From an optimization exercise on the open Yosys and OpenROAD flow, aimed at small area, a short achievable clock period and few clock cycles per item; shortcuts taken in it are not production practice. Only simulation tests tie the RTL to the original design; equivalence was not proved.

==> flow/design.v (outline; a module is shown in full before it is edited, if it fits) <==
// module awu_ram: 20 lines
// module awu_alu: 169 lines
// module awu_lzc: 31 lines
// module awu_mul_tree: 3628 lines
// module accumulator_with_undo_stack_unit: 161 lines
module accumulator_with_undo_stack_unit #(
  parameter int HISTORY_DEPTH = 64
) (
  input  logic        clk_i,
  input  logic        rst_ni,
  input  logic        s_axis_tvalid_i,
  output logic        s_axis_tready_o,
  input  logic [63:0] s_axis_tdata_i,    
  input  logic [2:0]  s_axis_tuser_i,    
  output logic        m_axis_tvalid_o,
  input  logic        m_axis_tready_i,
  output logic [((64 + $clog2(HISTORY_DEPTH + 1) + 7) / 8) * 8 - 1:0]
                      m_axis_tdata_o,    
  output logic [1:0]  m_axis_tuser_o     
);
  // ...
==> flow/run.sh <==
#!/bin/bash
# synth_recipe.tcl (not shown) runs the flow's synth.tcl, then flattens the netlist and writes it again
# the make line also repeats each setting of config.mk as NAME=value (left out here)
make -C /OpenROAD-flow-scripts/flow DESIGN_CONFIG=/design/flow/config.mk WORK_HOME=/design/flow/orfs CLKGATE_MAP_FILE= SYNTH_SCRIPT=/design/flow/synth_recipe.tcl finish
==> flow/config.mk <==
export PLATFORM = sky130hd
export DESIGN_NAME = accumulator_with_undo_stack_unit
export DESIGN_NICKNAME = accumulator_with_undo_stack_unit
export VERILOG_FILES = /design/flow/design.v
export SDC_FILE = /design/flow/constraint.sdc
export NUM_CORES = 8
export LEC_CHECK = 0
export CAP_MARGIN = 20
export CORE_MARGIN = 2
export CORE_UTILIZATION = 40
export SLEW_MARGIN = 20
==> flow/constraint.sdc <==
create_clock -name core_clock -period 13.0 [get_ports {clk_i}]
set_input_delay 2.6000 -clock core_clock [delete_from_list [all_inputs] [get_ports {clk_i}]]
set_output_delay 2.6000 -clock core_clock [all_outputs]
set_load 0.01 [all_outputs]
==> results.sh, run 1 <==
export IMPL_postLayoutCellArea_um2=299000
export IMPL_crit_path_max_fanout=61
export IMPL_nFillCells=59400
export IMPL_r2r_slack_ns=1.16
export IMPL_cts_resized=0
export IMPL_initialDrtViolationCount=23900
export IMPL_finalCritPeriodShare_pct=91.1
export IMPL_synthFlopType="edfxtp_1"
export IMPL_status="finished clean"
export IMPL_antenna_found_initial=75
export IMPL_grtUsageMet1_pct=38.9
export IMPL_muxShareOfSynthArea_pct=12.8
export IMPL_critPathCapture="u_hist.mem_q[39][0]"
export IMPL_dr_wl_met2_um=422000
export IMPL_synth_compound_area_share_pct=7.18
export IMPL_netlist_instances=19400
export IMPL_cts_tree="done"
export IMPL_overflow=0
export IMPL_dpl_cell_area_um2=282000
export IMPL_clockBufferDepth=4
export IMPL_path_class="reg -> reg"
export IMPL_top_register="u_hist.mem_q"
export IMPL_num_antenna_cells=34
export IMPL_hpwl_um=658000
export IMPL_crit_family="simple AND/OR/NAND/NOR gates"
Testbench counts, summed over its fixed seeds: cycles 19,548, items 8,000.
==> module awu_ram, before the edit <==
module awu_ram #(
  parameter int Width = 64,
  parameter int Depth = 63,
  parameter int AW    = 6
) (
  input  logic             clk_i,
  input  logic             we_i,
  input  logic [AW-1:0]    waddr_i,
  input  logic [Width-1:0] wdata_i,
  input  logic [AW-1:0]    raddr_i,
  output logic [Width-1:0] rdata_o
);
  logic [Width-1:0] mem_q [Depth];
  always_ff @(posedge clk_i) begin
    if (we_i) begin
      mem_q[waddr_i] <= wdata_i;
    end
  end
  assign rdata_o = mem_q[raddr_i];
endmodule
==> module awu_alu, before the edit <==
module awu_alu #(
  parameter int R = 3
) (
  input  logic        clk_i,
  input  logic        rst_ni,
  input  logic        start_mul_i,   
  input  logic        start_div_i,   
  input  logic        ack_i,         
  input  logic [63:0] t_i,           
  input  logic [63:0] bm_i,          
  input  logic        sb_i,          
  output logic        mul_imm_o,     
  output logic        div_zero_o,    
  output logic        div_sat_o,     
  output logic [63:0] lim_o,         
  output logic        busy_o,        
  output logic        fin_o,         
  output logic [63:0] res_o,
  output logic        sat_o
);
  localparam int F  = 64 + R;        
  localparam int WD = F + 3;         
  localparam int QW = 68;            
  localparam logic [63:0] MAXV = 64'h7FFF_FFFF_FFFF_FFFF;
  localparam logic [63:0] MINV = 64'h8000_0000_0000_0000;
  typedef enum logic [2:0] {S_IDLE, S_MUL, S_MULFIN, S_DIV, S_DIVFIN} st_e;
  st_e st_q;
  logic [1:0]    k_q;                
  logic [127:0]  ms_q, mc_q;         
  logic [WD-1:0] ws_q, wc_q;         
  logic [63:0]   d_q;                
  logic [QW-1:0] qp_q, qn_q;         
  logic [4:0]    it_q;               
  wire neg = t_i[63] ^ sb_i;
  wire [63:0] lim = neg ? MINV : MAXV;
  wire [63:0] nt = t_i ^ {64{t_i[63]}};    
  logic [6:0] lz_t, lz_b;
  awu_lzc u_lzt (.a_i(nt),   .z_o(lz_t));
  awu_lzc u_lzb (.a_i(bm_i), .z_o(lz_b));
  wire [7:0] lzsum = {1'b0, lz_t} + {1'b0, lz_b};
  assign mul_imm_o = (lzsum <= 8'd30) || (lzsum == 8'd31 && !neg);
  wire [1:0] h = (|bm_i[63:48]) ? 2'd3 : (|bm_i[47:32]) ? 2'd2 : (|bm_i[31:16]) ? 2'd1 : 2'd0;
  wire       m_first = (st_q == S_IDLE);
  wire [1:0] m_idx = m_first ? h : k_q;
  logic [15:0] m_chunk;
  always_comb begin
    unique case (m_idx)
      2'd0: m_chunk = bm_i[15:0];
      2'd1: m_chunk = bm_i[31:16];
      2'd2: m_chunk = bm_i[47:32];
      default: m_chunk = bm_i[63:48];
    endcase
  end
  wire m_last = (m_idx == 2'd0);
  logic [127:0] mt_s, mt_c;
  awu_mul_tree u_tree (
    .t_i   (t_i),
    .b_i   (m_chunk),
    .s_i   (m_first ? 112'd0 : ms_q[111:0]),
    .c_i   (m_first ? 112'd0 : mc_q[111:0]),
    .k63_i (!(m_last && sb_i)),
    .khi_i (m_last && sb_i),
    .klo_i (m_last && t_i[63]),
    .s_o   (mt_s),
    .c_o   (mt_c)
  );
  wire [127:0] mx = ms_q + mc_q;
  wire [127:0] mz = mx ^ {128{sb_i}};
  wire m_sat = !((&mz[127:95]) || !(|mz[127:95]));
  wire [63:0] m_res = m_sat ? lim : mz[95:32];
  wire [7:0] e_off = 8'd98 + {1'b0, lz_b} - {1'b0, lz_t};
  wire [6:0] e_div = {~e_off[6], e_off[5:0]};    
  wire d_zero = (e_off <= 8'd64);
  wire d_sat  = (e_off >= 8'd131);
  assign div_zero_o = d_zero;
  assign div_sat_o  = d_sat;
  logic [1:0] adj;
  logic [4:0] n_it;
  always_comb begin
    adj  = '0;
    n_it = '0;
    for (int e = 1; e <= 66; e++) begin
      if (e_div[6:0] == 7'(e)) begin
        adj  = 2'((R - e % R) % R);
        n_it = 5'((e + (R - e % R) % R) / R);
      end
    end
  end
  wire [WD:0] ws_a = (WD+1)'(nt) << lz_t;
  wire [WD:0] wc_a = (WD+1)'(t_i[63]) << lz_t;
  wire [WD:0] ws_b = ws_a << (2'(R - 1) - adj);
  wire [WD:0] wc_b = wc_a << (2'(R - 1) - adj);
  wire [63:0] d_n  = bm_i << lz_b;
  wire [WD-1:0] dvec = {3'b000, d_q, {R{1'b0}}};
  logic [WD-1:0] ws_s [R+1];
  logic [WD-1:0] wc_s [R+1];
  logic [R-1:0]  qp_s, qn_s;
  assign ws_s[0] = ws_q;
  assign wc_s[0] = wc_q;
  for (genvar r = 0; r < R; r++) begin : g_srt
    wire [WD-1:0] a = {ws_s[r][WD-2:0], 1'b0};
    wire [WD-1:0] c = {wc_s[r][WD-2:0], 1'b0};
    wire [3:0] y = a[WD-1:WD-4] + c[WD-1:WD-4];
    wire qpos = !y[3];
    wire qneg = y[3] && (y != 4'b1111);
    wire [WD-1:0] dv = qpos ? ~dvec : (qneg ? dvec : '0);
    assign ws_s[r+1] = a ^ c ^ dv;
    assign wc_s[r+1] = {((a[WD-2:0] & c[WD-2:0]) | (a[WD-2:0] & dv[WD-2:0]) |
                         (c[WD-2:0] & dv[WD-2:0])), qpos};
    assign qp_s[R-1-r] = qpos;
    assign qn_s[R-1-r] = qneg;
  end
  wire [WD-1:0] wsum = ws_q + wc_q;
  wire          rneg = wsum[WD-1];
  wire [QW-1:0] qa0 = qp_q + ~qn_q + QW'(1);                     
  wire [QW-1:0] qa1 = qp_q + ~qn_q;                              
  wire [QW-1:0] qa2 = {(qp_q[QW-2:0] | ~qn_q[QW-2:0]), 1'b0} + (qp_q ^ qn_q);  
  function automatic logic q_sat(logic [QW-1:0] q, logic n);
    q_sat = (|q[QW-1:64]) || (n ? (q[63] && (|q[62:0])) : q[63]);
  endfunction
  wire s0 = q_sat(qa0, neg);
  wire s1 = q_sat(qa1, neg);
  wire d_s = rneg ? s1 : s0;
  wire [63:0] d_pos = rneg ? qa1[63:0] : qa0[63:0];
  wire [63:0] d_ngv = ~(rneg ? qa2[63:0] : qa1[63:0]);
  wire [63:0] d_res = d_s ? lim : (neg ? d_ngv : d_pos);
  assign lim_o  = lim;
  assign busy_o = (st_q != S_IDLE);
  assign fin_o  = (st_q == S_MULFIN) || (st_q == S_DIVFIN);
  assign res_o  = (st_q == S_MULFIN) ? m_res : d_res;
  assign sat_o  = (st_q == S_MULFIN) ? m_sat : d_s;
  always_ff @(posedge clk_i or negedge rst_ni) begin
    if (!rst_ni) begin
      st_q <= S_IDLE;
    end else begin
      unique case (st_q)
        S_IDLE: begin
          if (start_mul_i)      st_q <= (h == 2'd0) ? S_MULFIN : S_MUL;
          else if (start_div_i) st_q <= S_DIV;
        end
        S_MUL:    if (k_q == 2'd0) st_q <= S_MULFIN;
        S_DIV:    if (it_q == 5'd1) st_q <= S_DIVFIN;
        S_MULFIN, S_DIVFIN: if (ack_i) st_q <= S_IDLE;
        default:  st_q <= S_IDLE;
      endcase
    end
  end
  always_ff @(posedge clk_i) begin
    if (m_first || st_q == S_MUL) begin
      ms_q <= mt_s;
      mc_q <= mt_c;
      k_q  <= m_idx - 2'd1;
    end
    if (st_q == S_IDLE) begin
      ws_q <= ws_b[WD:1];
      wc_q <= wc_b[WD:1];
      d_q  <= d_n;
      it_q <= n_it;
      qp_q <= '0;
      qn_q <= '0;
    end else if (st_q == S_DIV) begin
      ws_q <= ws_s[R];
      wc_q <= wc_s[R];
      it_q <= it_q - 5'd1;
      qp_q <= {qp_q[QW-1-R:0], qp_s};
      qn_q <= {qn_q[QW-1-R:0], qn_s};
    end
  end
endmodule
==> module accumulator_with_undo_stack_unit, before the edit <==
module accumulator_with_undo_stack_unit #(
  parameter int HISTORY_DEPTH = 64
) (
  input  logic        clk_i,
  input  logic        rst_ni,
  input  logic        s_axis_tvalid_i,
  output logic        s_axis_tready_o,
  input  logic [63:0] s_axis_tdata_i,    
  input  logic [2:0]  s_axis_tuser_i,    
  output logic        m_axis_tvalid_o,
  input  logic        m_axis_tready_i,
  output logic [((64 + $clog2(HISTORY_DEPTH + 1) + 7) / 8) * 8 - 1:0]
                      m_axis_tdata_o,    
  output logic [1:0]  m_axis_tuser_o     
);
  localparam int CW = $clog2(HISTORY_DEPTH + 1);
  localparam int OW = ((64 + CW + 7) / 8) * 8;
  localparam int RD = HISTORY_DEPTH - 1;           
  localparam int AW = $clog2(RD);
  logic        v0_q, v1_q;
  logic [2:0]  md0_q, md1_q;
  logic        sb0_q, sb1_q, bz0_q, bz1_q;
  logic [63:0] bm0_q, bm1_q;
  wire [63:0] in_bm = s_axis_tdata_i[63] ? (~s_axis_tdata_i + 64'd1) : s_axis_tdata_i;
  wire        in_bz = ~|s_axis_tdata_i;
  wire        accept = s_axis_tvalid_i && !v1_q;
  logic       consume;
  assign s_axis_tready_o = !v1_q;
  always_ff @(posedge clk_i or negedge rst_ni) begin
    if (!rst_ni) begin
      v0_q <= 1'b0;
      v1_q <= 1'b0;
    end else if (consume) begin
      v0_q <= v1_q || accept;
      v1_q <= 1'b0;
    end else if (!v0_q) begin
      v0_q <= accept;
    end else begin
      v1_q <= v1_q || accept;
    end
  end
  always_ff @(posedge clk_i) begin
    if (consume && v1_q) begin
      md0_q <= md1_q; sb0_q <= sb1_q; bz0_q <= bz1_q; bm0_q <= bm1_q;
    end else if (consume || !v0_q) begin
      md0_q <= s_axis_tuser_i; sb0_q <= s_axis_tdata_i[63]; bz0_q <= in_bz; bm0_q <= in_bm;
    end
    if (v0_q && !consume && !v1_q) begin
      md1_q <= s_axis_tuser_i; sb1_q <= s_axis_tdata_i[63]; bz1_q <= in_bz; bm1_q <= in_bm;
    end
  end
  logic [63:0]   t_q;
  logic [CW-1:0] cnt_q;
  logic [AW-1:0] ptr_q;             
  logic [1:0]    stat_q;
  logic          ov_q;
  wire is_add  = (md0_q == awu_pkg::MODE_ADD);
  wire is_sub  = (md0_q == awu_pkg::MODE_SUB);
  wire is_mul  = (md0_q == awu_pkg::MODE_MUL);
  wire is_div  = (md0_q == awu_pkg::MODE_DIV);
  wire is_undo = (md0_q == awu_pkg::MODE_UNDO);
  wire is_keep = md0_q[2] && (md0_q[1:0] != 2'b00);
  wire cnt_zero = (cnt_q == '0);
  wire cnt_full = (cnt_q == CW'(HISTORY_DEPTH));
  wire [AW-1:0] ptr_inc = (ptr_q == AW'(RD - 1)) ? '0 : ptr_q + AW'(1);
  wire [AW-1:0] ptr_dec = (ptr_q == '0) ? AW'(RD - 1) : ptr_q - AW'(1);
  wire        eff_sub = is_sub ^ sb0_q;
  wire [63:0] as_res  = t_q + (bm0_q ^ {64{eff_sub}}) + 64'(eff_sub);
  wire        as_ovf  = (is_sub ? (t_q[63] ^ sb0_q) : !(t_q[63] ^ sb0_q)) && (as_res[63] ^ t_q[63]);
  wire [63:0] as_sat  = t_q[63] ? 64'h8000_0000_0000_0000 : 64'h7FFF_FFFF_FFFF_FFFF;
  logic [63:0] ring_rd;
  logic        ring_we;
  awu_ram #(.Width(64), .Depth(RD), .AW(AW)) u_hist (
    .clk_i   (clk_i),
    .we_i    (ring_we),
    .waddr_i (ptr_inc),
    .wdata_i (t_q),
    .raddr_i (ptr_q),
    .rdata_o (ring_rd)
  );
  logic        mul_imm, div_zero, div_sat, alu_busy, alu_fin, alu_sat;
  logic [63:0] alu_lim, alu_res;
  logic        start_mul, start_div, commit;
  awu_alu u_alu (
    .clk_i       (clk_i),
    .rst_ni      (rst_ni),
    .start_mul_i (start_mul),
    .start_div_i (start_div),
    .ack_i       (commit),
    .t_i         (t_q),
    .bm_i        (bm0_q),
    .sb_i        (sb0_q),
    .mul_imm_o   (mul_imm),
    .div_zero_o  (div_zero),
    .div_sat_o   (div_sat),
    .lim_o       (alu_lim),
    .busy_o      (alu_busy),
    .fin_o       (alu_fin),
    .res_o       (alu_res),
    .sat_o       (alu_sat)
  );
  wire div_imm   = div_zero || div_sat;
  wire idle      = v0_q && !alu_busy;
  wire single    = idle && (is_add || is_sub || is_keep || is_undo || (is_div && bz0_q) ||
                            (is_mul && mul_imm) || (is_div && div_imm));
  wire slot_free = !ov_q || m_axis_tready_i;
  assign commit    = slot_free && (single || alu_fin);
  assign consume   = commit;
  assign start_mul = idle && is_mul && !mul_imm;
  assign start_div = idle && is_div && !bz0_q && !div_imm;
  wire push = !(is_undo || (is_div && bz0_q));
  wire pop  = is_undo && !cnt_zero;
  assign ring_we = commit && push;
  logic [63:0] res;
  logic [1:0]  st;
  always_comb begin
    res = t_q;
    st  = awu_pkg::STAT_OK;
    if (alu_busy) begin
      res = alu_res;
      st  = alu_sat ? awu_pkg::STAT_SAT : awu_pkg::STAT_OK;
    end else if (is_add || is_sub) begin
      res = as_ovf ? as_sat : as_res;
      st  = as_ovf ? awu_pkg::STAT_SAT : awu_pkg::STAT_OK;
    end else if (is_undo) begin
      res = (cnt_q > CW'(1)) ? ring_rd : 64'd0;
      st  = cnt_zero ? awu_pkg::STAT_EMPTY : awu_pkg::STAT_OK;
    end else if (is_div && bz0_q) begin
      st  = awu_pkg::STAT_DIVZERO;
    end else if (is_mul || is_div) begin
      res = (is_div && div_zero) ? 64'd0 : alu_lim;
      st  = (is_div && div_zero) ? awu_pkg::STAT_OK : awu_pkg::STAT_SAT;
    end
  end
  always_ff @(posedge clk_i or negedge rst_ni) begin
    if (!rst_ni) begin
      t_q    <= '0;
      cnt_q  <= '0;
      ptr_q  <= '0;
      ov_q   <= 1'b0;
    end else begin
      ov_q <= commit || (ov_q && !m_axis_tready_i);
      if (commit) begin
        t_q <= res;
        if (push) begin
          ptr_q <= ptr_inc;
          if (!cnt_full) cnt_q <= cnt_q + CW'(1);
        end else if (pop) begin
          ptr_q <= ptr_dec;
          cnt_q <= cnt_q - CW'(1);
        end
      end
    end
  end
  always_ff @(posedge clk_i) begin
    if (commit) stat_q <= st;
  end
  assign m_axis_tvalid_o = ov_q;
  assign m_axis_tdata_o  = OW'({cnt_q, t_q});
  assign m_axis_tuser_o  = stat_q;
endmodule
==> run 2, diff against run 1 <==
--- a/flow/design.v
+++ b/flow/design.v
@@ -13,3 +13,3 @@
   parameter int Width = 64,
-  parameter int Depth = 63,
+  parameter int Depth = 64,
   parameter int AW    = 6
@@ -17,15 +17,23 @@
   input  logic             clk_i,
-  input  logic             we_i,
-  input  logic [AW-1:0]    waddr_i,
-  input  logic [Width-1:0] wdata_i,
-  input  logic [AW-1:0]    raddr_i,
-  output logic [Width-1:0] rdata_o
+  input  logic [AW-1:0]    ptr_i,      
+  input  logic [Width-1:0] wdata_i,    
+  output logic [Width-1:0] rdata_o     
 );
   logic [Width-1:0] mem_q [Depth];
-  always_ff @(posedge clk_i) begin
-    if (we_i) begin
-      mem_q[waddr_i] <= wdata_i;
+  logic [Depth-1:0] rsel, wsel;
+  always_comb begin
+    for (int i = 0; i < Depth; i++) begin
+      rsel[i] = (ptr_i == AW'(i));
+    end
+  end
+  assign wsel = {rsel[Depth-2:0], rsel[Depth-1]};
+  for (genvar i = 0; i < Depth; i++) begin : g_word
+    always_ff @(posedge clk_i) begin
+      if (wsel[i]) mem_q[i] <= wdata_i;
     end
   end
-  assign rdata_o = mem_q[raddr_i];
+  always_comb begin
+    rdata_o = '0;
+    for (int i = 0; i < Depth; i++) rdata_o |= mem_q[i] & {Width{rsel[i]}};
+  end
 endmodule
@@ -38,3 +46,2 @@
   input  logic        start_div_i,   
-  input  logic        ack_i,         
   input  logic [63:0] t_i,           
@@ -42,2 +49,3 @@
   input  logic        sb_i,          
+  input  logic [1:0]  h_i,           
   output logic        mul_imm_o,     
@@ -59,2 +67,3 @@
   logic [1:0]    k_q;                
+  logic [15:0]   nch_q;              
   logic [127:0]  ms_q, mc_q;         
@@ -72,12 +81,20 @@
   assign mul_imm_o = (lzsum <= 8'd30) || (lzsum == 8'd31 && !neg);
-  wire [1:0] h = (|bm_i[63:48]) ? 2'd3 : (|bm_i[47:32]) ? 2'd2 : (|bm_i[31:16]) ? 2'd1 : 2'd0;
   wire       m_first = (st_q == S_IDLE);
-  wire [1:0] m_idx = m_first ? h : k_q;
-  logic [15:0] m_chunk;
+  wire [1:0] m_idx = m_first ? h_i : k_q;
+  logic [15:0] tch;                  
+  always_comb begin
+    unique case (h_i)
+      2'd3:    tch = bm_i[63:48];
+      2'd2:    tch = bm_i[47:32];
+      2'd1:    tch = bm_i[31:16];
+      default: tch = bm_i[15:0];
+    endcase
+  end
+  wire [15:0] m_chunk = m_first ? tch : nch_q;
+  logic [15:0] nch_d;                
   always_comb begin
     unique case (m_idx)
-      2'd0: m_chunk = bm_i[15:0];
-      2'd1: m_chunk = bm_i[31:16];
-      2'd2: m_chunk = bm_i[47:32];
-      default: m_chunk = bm_i[63:48];
+      2'd3:    nch_d = bm_i[47:32];
+      2'd2:    nch_d = bm_i[31:16];
+      default: nch_d = bm_i[15:0];
     endcase
@@ -131,13 +148,11 @@
   for (genvar r = 0; r < R; r++) begin : g_srt
-    wire [WD-1:0] a = {ws_s[r][WD-2:0], 1'b0};
-    wire [WD-1:0] c = {wc_s[r][WD-2:0], 1'b0};
-    wire [3:0] y = a[WD-1:WD-4] + c[WD-1:WD-4];
-    wire qpos = !y[3];
-    wire qneg = y[3] && (y != 4'b1111);
-    wire [WD-1:0] dv = qpos ? ~dvec : (qneg ? dvec : '0);
-    assign ws_s[r+1] = a ^ c ^ dv;
-    assign wc_s[r+1] = {((a[WD-2:0] & c[WD-2:0]) | (a[WD-2:0] & dv[WD-2:0]) |
-                         (c[WD-2:0] & dv[WD-2:0])), qpos};
-    assign qp_s[R-1-r] = qpos;
-    assign qn_s[R-1-r] = qneg;
+    awu_srt_step #(.WD(WD)) u_step (
+      .ws_i (ws_s[r]),
+      .wc_i (wc_s[r]),
+      .d_i  (dvec),
+      .ws_o (ws_s[r+1]),
+      .wc_o (wc_s[r+1]),
+      .qp_o (qp_s[R-1-r]),
+      .qn_o (qn_s[R-1-r])
+    );
   end
@@ -168,3 +183,3 @@
         S_IDLE: begin
-          if (start_mul_i)      st_q <= (h == 2'd0) ? S_MULFIN : S_MUL;
+          if (start_mul_i)      st_q <= (h_i == 2'd0) ? S_MULFIN : S_MUL;
           else if (start_div_i) st_q <= S_DIV;
@@ -173,3 +188,3 @@
         S_DIV:    if (it_q == 5'd1) st_q <= S_DIVFIN;
-        S_MULFIN, S_DIVFIN: if (ack_i) st_q <= S_IDLE;
+        S_MULFIN, S_DIVFIN: st_q <= S_IDLE;
         default:  st_q <= S_IDLE;
@@ -179,7 +194,6 @@
   always_ff @(posedge clk_i) begin
-    if (m_first || st_q == S_MUL) begin
-      ms_q <= mt_s;
-      mc_q <= mt_c;
-      k_q  <= m_idx - 2'd1;
-    end
+    ms_q <= mt_s;
+    mc_q <= mt_c;
+    k_q  <= m_idx - 2'd1;
+    nch_q <= nch_d;
     if (st_q == S_IDLE) begin
@@ -191,3 +205,3 @@
       qn_q <= '0;
-    end else if (st_q == S_DIV) begin
+    end else begin
       ws_q <= ws_s[R];
@@ -200,2 +214,22 @@
 endmodule
+module awu_srt_step #(
+  parameter int WD = 70
+) (
+  input  logic [WD-1:0] ws_i,
+  input  logic [WD-1:0] wc_i,
+  input  logic [WD-1:0] d_i,
+  output logic [WD-1:0] ws_o,
+  output logic [WD-1:0] wc_o,
+  output logic          qp_o,
+  output logic          qn_o
+);
+  wire [WD-1:0] a = {ws_i[WD-2:0], 1'b0};
+  wire [WD-1:0] c = {wc_i[WD-2:0], 1'b0};
+  wire [3:0] y = a[WD-1:WD-4] + c[WD-1:WD-4];
+  assign qp_o = !y[3];
+  assign qn_o = y[3] && (y != 4'b1111);
+  wire [WD-1:0] dv = qp_o ? ~d_i : (qn_o ? d_i : '0);
+  assign ws_o = a ^ c ^ dv;
+  assign wc_o = {((a[WD-2:0] & c[WD-2:0]) | (a[WD-2:0] & dv[WD-2:0]) | (c[WD-2:0] & dv[WD-2:0])), qp_o};
+endmodule
 module awu_lzc (
@@ -3876,24 +3910,38 @@
   localparam int OW = ((64 + CW + 7) / 8) * 8;
-  localparam int RD = HISTORY_DEPTH - 1;           
-  localparam int AW = $clog2(RD);
-  logic        v0_q, v1_q;
-  logic [2:0]  md0_q, md1_q;
-  logic        sb0_q, sb1_q, bz0_q, bz1_q;
-  logic [63:0] bm0_q, bm1_q;
-  wire [63:0] in_bm = s_axis_tdata_i[63] ? (~s_axis_tdata_i + 64'd1) : s_axis_tdata_i;
-  wire        in_bz = ~|s_axis_tdata_i;
-  wire        accept = s_axis_tvalid_i && !v1_q;
-  logic       consume;
-  assign s_axis_tready_o = !v1_q;
+  localparam int AW = $clog2(HISTORY_DEPTH);
+  typedef struct packed {
+    logic [2:0]  md;      
+    logic [63:0] b;       
+  } raw_t;
+  typedef struct packed {
+    logic [2:0]  md;      
+    logic        sb;      
+    logic        bz;      
+    logic [1:0]  h;       
+    logic [63:0] bm;      
+  } cmd_t;
+  logic va_q, vs_q, vb_q;
+  raw_t ra_q, rs_q, rin;
+  cmd_t c0_q, pa;
+  logic consume, advance;
+  assign rin.md = s_axis_tuser_i;
+  assign rin.b  = s_axis_tdata_i;
+  wire  accept  = s_axis_tvalid_i && !vs_q;
+  assign s_axis_tready_o = !vs_q;
+  assign advance = va_q && (!vb_q || consume);
   always_ff @(posedge clk_i or negedge rst_ni) begin
     if (!rst_ni) begin
-      v0_q <= 1'b0;
-      v1_q <= 1'b0;
-    end else if (consume) begin
-      v0_q <= v1_q || accept;
-      v1_q <= 1'b0;
-    end else if (!v0_q) begin
-      v0_q <= accept;
+      va_q <= 1'b0;
+      vs_q <= 1'b0;
+      vb_q <= 1'b0;
     end else begin
-      v1_q <= v1_q || accept;
+      vb_q <= advance || (vb_q && !consume);
+      if (advance) begin
+        va_q <= vs_q || accept;
+        vs_q <= 1'b0;
+      end else if (!va_q) begin
+        va_q <= accept;
+      end else begin
+        vs_q <= vs_q || accept;
+      end
     end
@@ -3901,38 +3949,44 @@
   always_ff @(posedge clk_i) begin
-    if (consume && v1_q) begin
-      md0_q <= md1_q; sb0_q <= sb1_q; bz0_q <= bz1_q; bm0_q <= bm1_q;
-    end else if (consume || !v0_q) begin
-      md0_q <= s_axis_tuser_i; sb0_q <= s_axis_tdata_i[63]; bz0_q <= in_bz; bm0_q <= in_bm;
+    if (advance && vs_q) begin
+      ra_q <= rs_q;
+    end else if (advance || !va_q) begin
+      ra_q <= rin;
     end
-    if (v0_q && !consume && !v1_q) begin
-      md1_q <= s_axis_tuser_i; sb1_q <= s_axis_tdata_i[63]; bz1_q <= in_bz; bm1_q <= in_bm;
+    if (!vs_q) begin
+      rs_q <= rin;      
+    end
+    if (advance) begin
+      c0_q <= pa;
     end
   end
-  logic [63:0]   t_q;
-  logic [CW-1:0] cnt_q;
-  logic [AW-1:0] ptr_q;             
+  awu_inproc u_in (
+    .b_i  (ra_q.b),
+    .bm_o (pa.bm),
+    .bz_o (pa.bz),
+    .h_o  (pa.h)
+  );
+  assign pa.md = ra_q.md;
+  assign pa.sb = ra_q.b[63];
+  logic [63:0]   t_q, to_q;        
+  logic [CW-1:0] cnt_q, co_q;      
+  logic [AW-1:0] ptr_q;            
   logic [1:0]    stat_q;
   logic          ov_q;
-  wire is_add  = (md0_q == awu_pkg::MODE_ADD);
-  wire is_sub  = (md0_q == awu_pkg::MODE_SUB);
-  wire is_mul  = (md0_q == awu_pkg::MODE_MUL);
-  wire is_div  = (md0_q == awu_pkg::MODE_DIV);
-  wire is_undo = (md0_q == awu_pkg::MODE_UNDO);
-  wire is_keep = md0_q[2] && (md0_q[1:0] != 2'b00);
+  wire is_add  = (c0_q.md == awu_pkg::MODE_ADD);
+  wire is_sub  = (c0_q.md == awu_pkg::MODE_SUB);
+  wire is_mul  = (c0_q.md == awu_pkg::MODE_MUL);
+  wire is_div  = (c0_q.md == awu_pkg::MODE_DIV);
+  wire is_undo = (c0_q.md == awu_pkg::MODE_UNDO);
+  wire is_keep = c0_q.md[2] && (c0_q.md[1:0] != 2'b00);
   wire cnt_zero = (cnt_q == '0);
   wire cnt_full = (cnt_q == CW'(HISTORY_DEPTH));
-  wire [AW-1:0] ptr_inc = (ptr_q == AW'(RD - 1)) ? '0 : ptr_q + AW'(1);
-  wire [AW-1:0] ptr_dec = (ptr_q == '0) ? AW'(RD - 1) : ptr_q - AW'(1);
-  wire        eff_sub = is_sub ^ sb0_q;
-  wire [63:0] as_res  = t_q + (bm0_q ^ {64{eff_sub}}) + 64'(eff_sub);
-  wire        as_ovf  = (is_sub ? (t_q[63] ^ sb0_q) : !(t_q[63] ^ sb0_q)) && (as_res[63] ^ t_q[63]);
+  wire        eff_sub = is_sub ^ c0_q.sb;
+  wire [63:0] as_res  = t_q + (c0_q.bm ^ {64{eff_sub}}) + 64'(eff_sub);
+  wire        as_ovf  = (is_sub ? (t_q[63] ^ c0_q.sb) : !(t_q[63] ^ c0_q.sb)) && (as_res[63] ^ t_q[63]);
   wire [63:0] as_sat  = t_q[63] ? 64'h8000_0000_0000_0000 : 64'h7FFF_FFFF_FFFF_FFFF;
   logic [63:0] ring_rd;
-  logic        ring_we;
-  awu_ram #(.Width(64), .Depth(RD), .AW(AW)) u_hist (
+  awu_ram #(.Width(64), .Depth(HISTORY_DEPTH), .AW(AW)) u_hist (
     .clk_i   (clk_i),
-    .we_i    (ring_we),
-    .waddr_i (ptr_inc),
+    .ptr_i   (ptr_q),
     .wdata_i (t_q),
-    .raddr_i (ptr_q),
     .rdata_o (ring_rd)
@@ -3947,6 +4001,6 @@
     .start_div_i (start_div),
-    .ack_i       (commit),
     .t_i         (t_q),
-    .bm_i        (bm0_q),
-    .sb_i        (sb0_q),
+    .bm_i        (c0_q.bm),
+    .sb_i        (c0_q.sb),
+    .h_i         (c0_q.h),
     .mul_imm_o   (mul_imm),
@@ -3961,4 +4015,4 @@
   wire div_imm   = div_zero || div_sat;
-  wire idle      = v0_q && !alu_busy;
-  wire single    = idle && (is_add || is_sub || is_keep || is_undo || (is_div && bz0_q) ||
+  wire idle      = vb_q && !alu_busy;
+  wire single    = idle && (is_add || is_sub || is_keep || is_undo || (is_div && c0_q.bz) ||
                             (is_mul && mul_imm) || (is_div && div_imm));
@@ -3968,8 +4022,8 @@
   assign start_mul = idle && is_mul && !mul_imm;
-  assign start_div = idle && is_div && !bz0_q && !div_imm;
-  wire push = !(is_undo || (is_div && bz0_q));
+  assign start_div = idle && is_div && !c0_q.bz && !div_imm;
+  wire push = !(is_undo || (is_div && c0_q.bz));
   wire pop  = is_undo && !cnt_zero;
-  assign ring_we = commit && push;
-  logic [63:0] res;
-  logic [1:0]  st;
+  logic [63:0]   res;
+  logic [1:0]    st;
+  logic [CW-1:0] cnt_d;
   always_comb begin
@@ -3986,3 +4040,3 @@
       st  = cnt_zero ? awu_pkg::STAT_EMPTY : awu_pkg::STAT_OK;
-    end else if (is_div && bz0_q) begin
+    end else if (is_div && c0_q.bz) begin
       st  = awu_pkg::STAT_DIVZERO;
@@ -3992,2 +4046,5 @@
     end
+    cnt_d = cnt_q;
+    if (push && !cnt_full) cnt_d = cnt_q + CW'(1);
+    else if (pop)          cnt_d = cnt_q - CW'(1);
   end
@@ -4002,10 +4059,6 @@
       if (commit) begin
-        t_q <= res;
-        if (push) begin
-          ptr_q <= ptr_inc;
-          if (!cnt_full) cnt_q <= cnt_q + CW'(1);
-        end else if (pop) begin
-          ptr_q <= ptr_dec;
-          cnt_q <= cnt_q - CW'(1);
-        end
+        t_q   <= res;
+        cnt_q <= cnt_d;
+        if (push)     ptr_q <= ptr_q + AW'(1);
+        else if (pop) ptr_q <= ptr_q - AW'(1);
       end
@@ -4014,2 +4067,4 @@
   always_ff @(posedge clk_i) begin
+    to_q <= commit ? res : t_q;
+    co_q <= commit ? cnt_d : cnt_q;
     if (commit) stat_q <= st;
@@ -4017,4 +4072,25 @@
   assign m_axis_tvalid_o = ov_q;
-  assign m_axis_tdata_o  = OW'({cnt_q, t_q});
+  assign m_axis_tdata_o  = OW'({co_q, to_q});
   assign m_axis_tuser_o  = stat_q;
 endmodule
+module awu_inproc (
+  input  logic [63:0] b_i,
+  output logic [63:0] bm_o,
+  output logic        bz_o,
+  output logic [1:0]  h_o
+);
+  logic [63:0] bor [7];
+  assign bor[0] = b_i;
+  for (genvar l = 0; l < 6; l++) begin : g_por
+    for (genvar i = 0; i < 64; i++) begin : g_b
+      if (i >= (1 << l)) begin : g_o
+        assign bor[l+1][i] = bor[l][i] | bor[l][i - (1 << l)];
+      end else begin : g_p
+        assign bor[l+1][i] = bor[l][i];
+      end
+    end
+  end
+  assign bm_o = b_i ^ ({bor[6][62:0], 1'b0} & {64{b_i[63]}});
+  assign bz_o = !bor[6][63];
+  assign h_o  = (|bm_o[63:48]) ? 2'd3 : (|bm_o[47:32]) ? 2'd2 : (|bm_o[31:16]) ? 2'd1 : 2'd0;
+endmodule
==> flow/flow/run.sh (new file) <==
#!/bin/bash
set -euo pipefail
W=$(pwd)
MARGIN=${AWU_SETUP_MARGIN:-8.7}
bash standard.sh synth > "$W/flow_synth.log" 2>&1
MK=(make -C "$FLOW_HOME" DESIGN_CONFIG="$W/config.mk" WORK_HOME="$W/orfs" CLKGATE_MAP_FILE= SYNTH_SCRIPT="$W/synth_recipe.tcl" SETUP_SLACK_MARGIN="$MARGIN")
for step in floorplan place cts route finish; do
  "${MK[@]}" "$step" > "$W/flow_$step.log" 2>&1
done
R="$W/orfs/results/$FLOW_PLATFORM/accumulator_with_undo_stack_unit/base"
: # left out here: write the final layout as DEF
==> flow/standard.sh (new file) <==
#!/bin/bash
# synth_recipe.tcl (not shown) runs the flow's synth.tcl, then flattens the netlist and writes it again
# the make line also repeats each setting of config.mk as NAME=value (left out here)
make -C /OpenROAD-flow-scripts/flow DESIGN_CONFIG=/design/flow/config.mk WORK_HOME=/design/flow/orfs CLKGATE_MAP_FILE= SYNTH_SCRIPT=/design/flow/synth_recipe.tcl "${@:-finish}"
--- a/flow/config.mk
+++ b/flow/config.mk
@@ -7,5 +7,5 @@
 export LEC_CHECK = 0
-export CAP_MARGIN = 20
+export CAP_MARGIN = 30
 export CORE_MARGIN = 2
-export CORE_UTILIZATION = 40
-export SLEW_MARGIN = 20
+export CORE_UTILIZATION = 50
+export SLEW_MARGIN = 30
removed: flow/run.sh
==> run 2 against run 1 <==
Against the previous run: still clean on timing, DRC and antenna; global-route usage grew 16 points; die area decreased by 23%; critical endpoint is now c0_q[64]; largest cell class unchanged; highest routed layer unchanged.
==> results.sh, run 2 <==
export IMPL_coreArea_um2=513000
export IMPL_critPathLaunchType="flip-flop"
export IMPL_final_cells=29100
export IMPL_slew_viol_final=0
export IMPL_required_ns=13.88
export IMPL_drv_cap=0
export IMPL_synth_warnings=15
export IMPL_hold_class="reg -> reg"
export IMPL_setup_viol=0
export IMPL_synth_most_common_cell="edfxtp_1"
export IMPL_nFillCells=39300
export IMPL_htree_levels=6
export IMPL_synth_edf_count=4367
export IMPL_overflow=0
export IMPL_worstHoldStart="u_alu.qn_q[64]"
export IMPL_top_register="u_hist.mem_q"
export IMPL_synth_top_area_share_pct=50.9
export IMPL_cts_root_buf="clkbuf_16"
export IMPL_worst_slew_pin_slew_ns=1.22
export IMPL_clockBufferDepth=4
export IMPL_crit_path_max_fanout=3
export IMPL_antenna_found_initial=111
export IMPL_synth_top_area_cell="edfxtp_1"
export IMPL_port_buffers=145
export IMPL_yosysUniqueCellTypes=100
export IMPL_finalWorstSetupSlack_ns=5.79
export IMPL_hold_viol=0
export IMPL_grt_use_total_pct=44.0
export IMPL_final_cell_mix="4,367 x edfxtp_1, 1,557 x inv_1, 1,173 x buf_4, 1,087 x nor2_1, 1,016 x fa_1"
export IMPL_synthFlopType="edfxtp_1"
export IMPL_dr_pass1_iters=10
export IMPL_finalCritPeriodShare_pct=55.5
export IMPL_critical_path_max_stage_delay_ns=0.52
export IMPL_ant_nets=0
export IMPL_ys_seq_elements=5076
export IMPL_crit_top_cell="or4_4"
export IMPL_numCtsBuffers=546
export IMPL_max_slew_margin_pct=18.6
export IMPL_cts_clk_slew_worst_paths_ns=0.06
export IMPL_synth_async_reset_ratio_pct=1.65
export IMPL_crit_buf_inv=0
export IMPL_ctsHoldBuffers=0
export IMPL_initialDrtViolationCount=33600
export IMPL_crit_start="ra_q[2]"
export IMPL_die_w_um=722
export IMPL_status="finished clean"
export IMPL_drc_errors=0
export IMPL_synth_area_um2=258000
export IMPL_synth_seq_area_share_pct=56.5
export IMPL_synth_area_leaders="edfxtp_1 51%, fa_1 9.8%, dfxtp_1 4.9%"
export IMPL_largest_reg_flops=4096
export IMPL_hpwl_um=700000
export IMPL_grt_max_degree=90
export IMPL_die_area_um2=521000
export IMPL_ioPinCount=147
export IMPL_top_regs="u_hist.mem_q: 4096 flops, u_alu.ms_q: 128 flops, u_alu.mc_q: 127 flops"
export IMPL_r2r_cells=19
export IMPL_clock_sinks=5076
export IMPL_grt_pass1_vias=189000
export IMPL_arrival_ns=8.09
export IMPL_finalCoreUtilization_pct=62.2
export IMPL_drive_above_1_share_pct=24.1
export IMPL_fin_nets=23800
export IMPL_netlist_instances=20300
export IMPL_min_period_ns=7.21
export IMPL_gp_congestion=1.04
export IMPL_dp_cells=26700
export IMPL_fmax_ghz=0.139
export IMPL_crit_slowest_cell="or4_4"
export IMPL_die_h_um=722
export IMPL_crit_path_end_kind="flip-flop"
export IMPL_tns_ns=0
export IMPL_cp_num_cells=19
export IMPL_vias_per_cell=6.85
export IMPL_cts_tree="done"
export IMPL_ys_top_cells_by_count="4,367 x edfxtp_1, 1,809 x inv_1, 1,333 x nor2_1, 1,260 x fa_1, 1,020 x a221oi_1"
export IMPL_path_class="reg -> reg"
export IMPL_syn2layout_area_growth_pct=23.9
export IMPL_mostFrequentLayoutCell="edfxtp_1"
export IMPL_rows=263
export IMPL_wl_per_cell_um=40.6
export IMPL_start_util_pct=50.2
export IMPL_r2r_start="ra_q[2]"
export IMPL_fin_worst_skew_ns=0.0871
export IMPL_rsz0062_at_grt="yes"
export IMPL_vias=200000
export IMPL_grt_first_pass_wirelength_um=1580000
export IMPL_syn_nets=22300
export IMPL_cp_cell_sequence="or4_4 -> or4_4 -> or3_4 -> or4_4 -> or4_4 -> or3_4 -> or4_4 -> or3_4 -> nor3_4 -> nand3_2 -> or3_4 -> or4_4 -> or3_4 -> or4_4 -> nand2_4 -> mux2_4 -> or4_4 -> nor3_4 -> a21bo_1"
export IMPL_clk_latency_ns=1.11
export IMPL_wirelength_um=1180000
export IMPL_holdPathStages=2
export IMPL_crit_family="simple AND/OR/NAND/NOR gates"
export IMPL_synth_avg_cell_area_um2=12.7
export IMPL_place_ws_ns=1.48
==> run 2: changes by cell type after synthesis, moves of 397 or more <==
cell	change
a221oi_1	+959
a22o_1	+965
and2_1	-953
dfxtp_1	+489
mux4_2	-1264
nor2_1	+397
nor2b_1	+643
==> run 2: final cells by class <==
class                   instances  area [um2]  share of cell area [%]
flip-flops and latches       5076      146000                    45.8
multi-input cells           12200      114000                    35.6
repair buffers               2172       26000                    8.15
clock buffers                 693       14500                    4.54
well taps                    6757        8450                    2.65
inverters                    1826        6990                    2.19
clock inverters               274        2850                   0.892
repair inverters               13         327                   0.102
diodes                         84         210                  0.0658
==> run 2: cells by family after synthesis <==
| kind of cell | share of synthesized area, % |
|---|---|
| simple gates | 8.48 |
| flops | 56.5 |
| buf+inv | 4.45 |
| compound gates | 13.6 |
| fa+ha+maj | 12.7 |
| mux | 2.10 |
| xor+xnor | 2.11 |
| other cells | 0.00145 |
==> run 2: worst paths after layout <==
kind,end,slack [ns]
min in group asynchronous,t_q[40],1.54
worst min-delay path,u_alu.qn_q[67],0.45
worst max-delay path,c0_q[64],5.79
worst max register to register,c0_q[64],5.79
max in group asynchronous,t_q[8],10.14
worst min register to register,u_alu.qn_q[67],0.45
==> run 2: routing by layer <==
metal / vias to the layer above / GRT usage, % / wire length [um]
met1: 102000 / 55.7 / 412000
met5: - / 0 / 298
met3: 3910 / 13.4 / 160000
met4: 42 / 30.1 / 104000
li1: 78400 / - / -
met2: 15500 / 64.9 / 507000
==> run 2: repair_timing <==
item | 4_1_cts | 5_1_grt
endpoints found under the setup margin | 863 | 771
endpoints found under the hold margin | 0 | 0
pin swaps | 657 | 598
gates cloned | 186 | 17
gates resized for setup | 2958 | 910
setup buffers | 810 | 387
==> run 2: through the flow <==
| stage | area (um2) | hold slack, ns |
|---|---|---|
| finish | 319000 | 0.450 |
| global route | 319000 | 0.469 |
| CTS | 312000 | 0.443 |
| detailed placement | 273000 | 0.445 |
| global placement | 272000 | 0.436 |
| floorplan | 262000 | 0.400 |
==> run 2: worst register-to-register path, delay by kind of cell, from the launching register on <==
family | cells | cell delay [ns]
DFF | 1 | 0.39
and+or+nand+nor | 17 | 6.08
muxes | 1 | 0.30
AOI/OAI and AO/OA | 1 | 0.21
Testbench counts of run 2, summed over its fixed seeds: cycles 19,556, items 8,000.

re-timing with driven ports:
The flow's constraints put no driver on any port. The routed layouts listed below were extracted and timed again, unchanged, in two steps. Step 1 (the two cells are an assumption about what drives the block):
set clk [get_ports {clk_i}]
set_driving_cell -lib_cell sky130_fd_sc_hd__clkbuf_16 $clk
set_driving_cell -lib_cell sky130_fd_sc_hd__buf_2 [delete_from_list [all_inputs] $clk]
Step 2, shift: input delay + t, output delay - t, t = (earliest + latest rising clock arrival at the registers) / 2. This alone moves slack from input paths to output paths. Three values: no drivers, after step 1, after step 2; two values: the first two.
run	t, ns	setup WS [ns]	latest minus earliest clock arrival (ns)	worst register clock-pin slew, ns
run 1	1.206	1.163 / 1.163 / 1.163	0.116 / 0.117	0.07 / 0.07
run 2	1.211	5.790 / 5.790 / 5.790	0.108 / 0.108	0.08 / 0.08
After both steps every run listed still meets setup and hold.
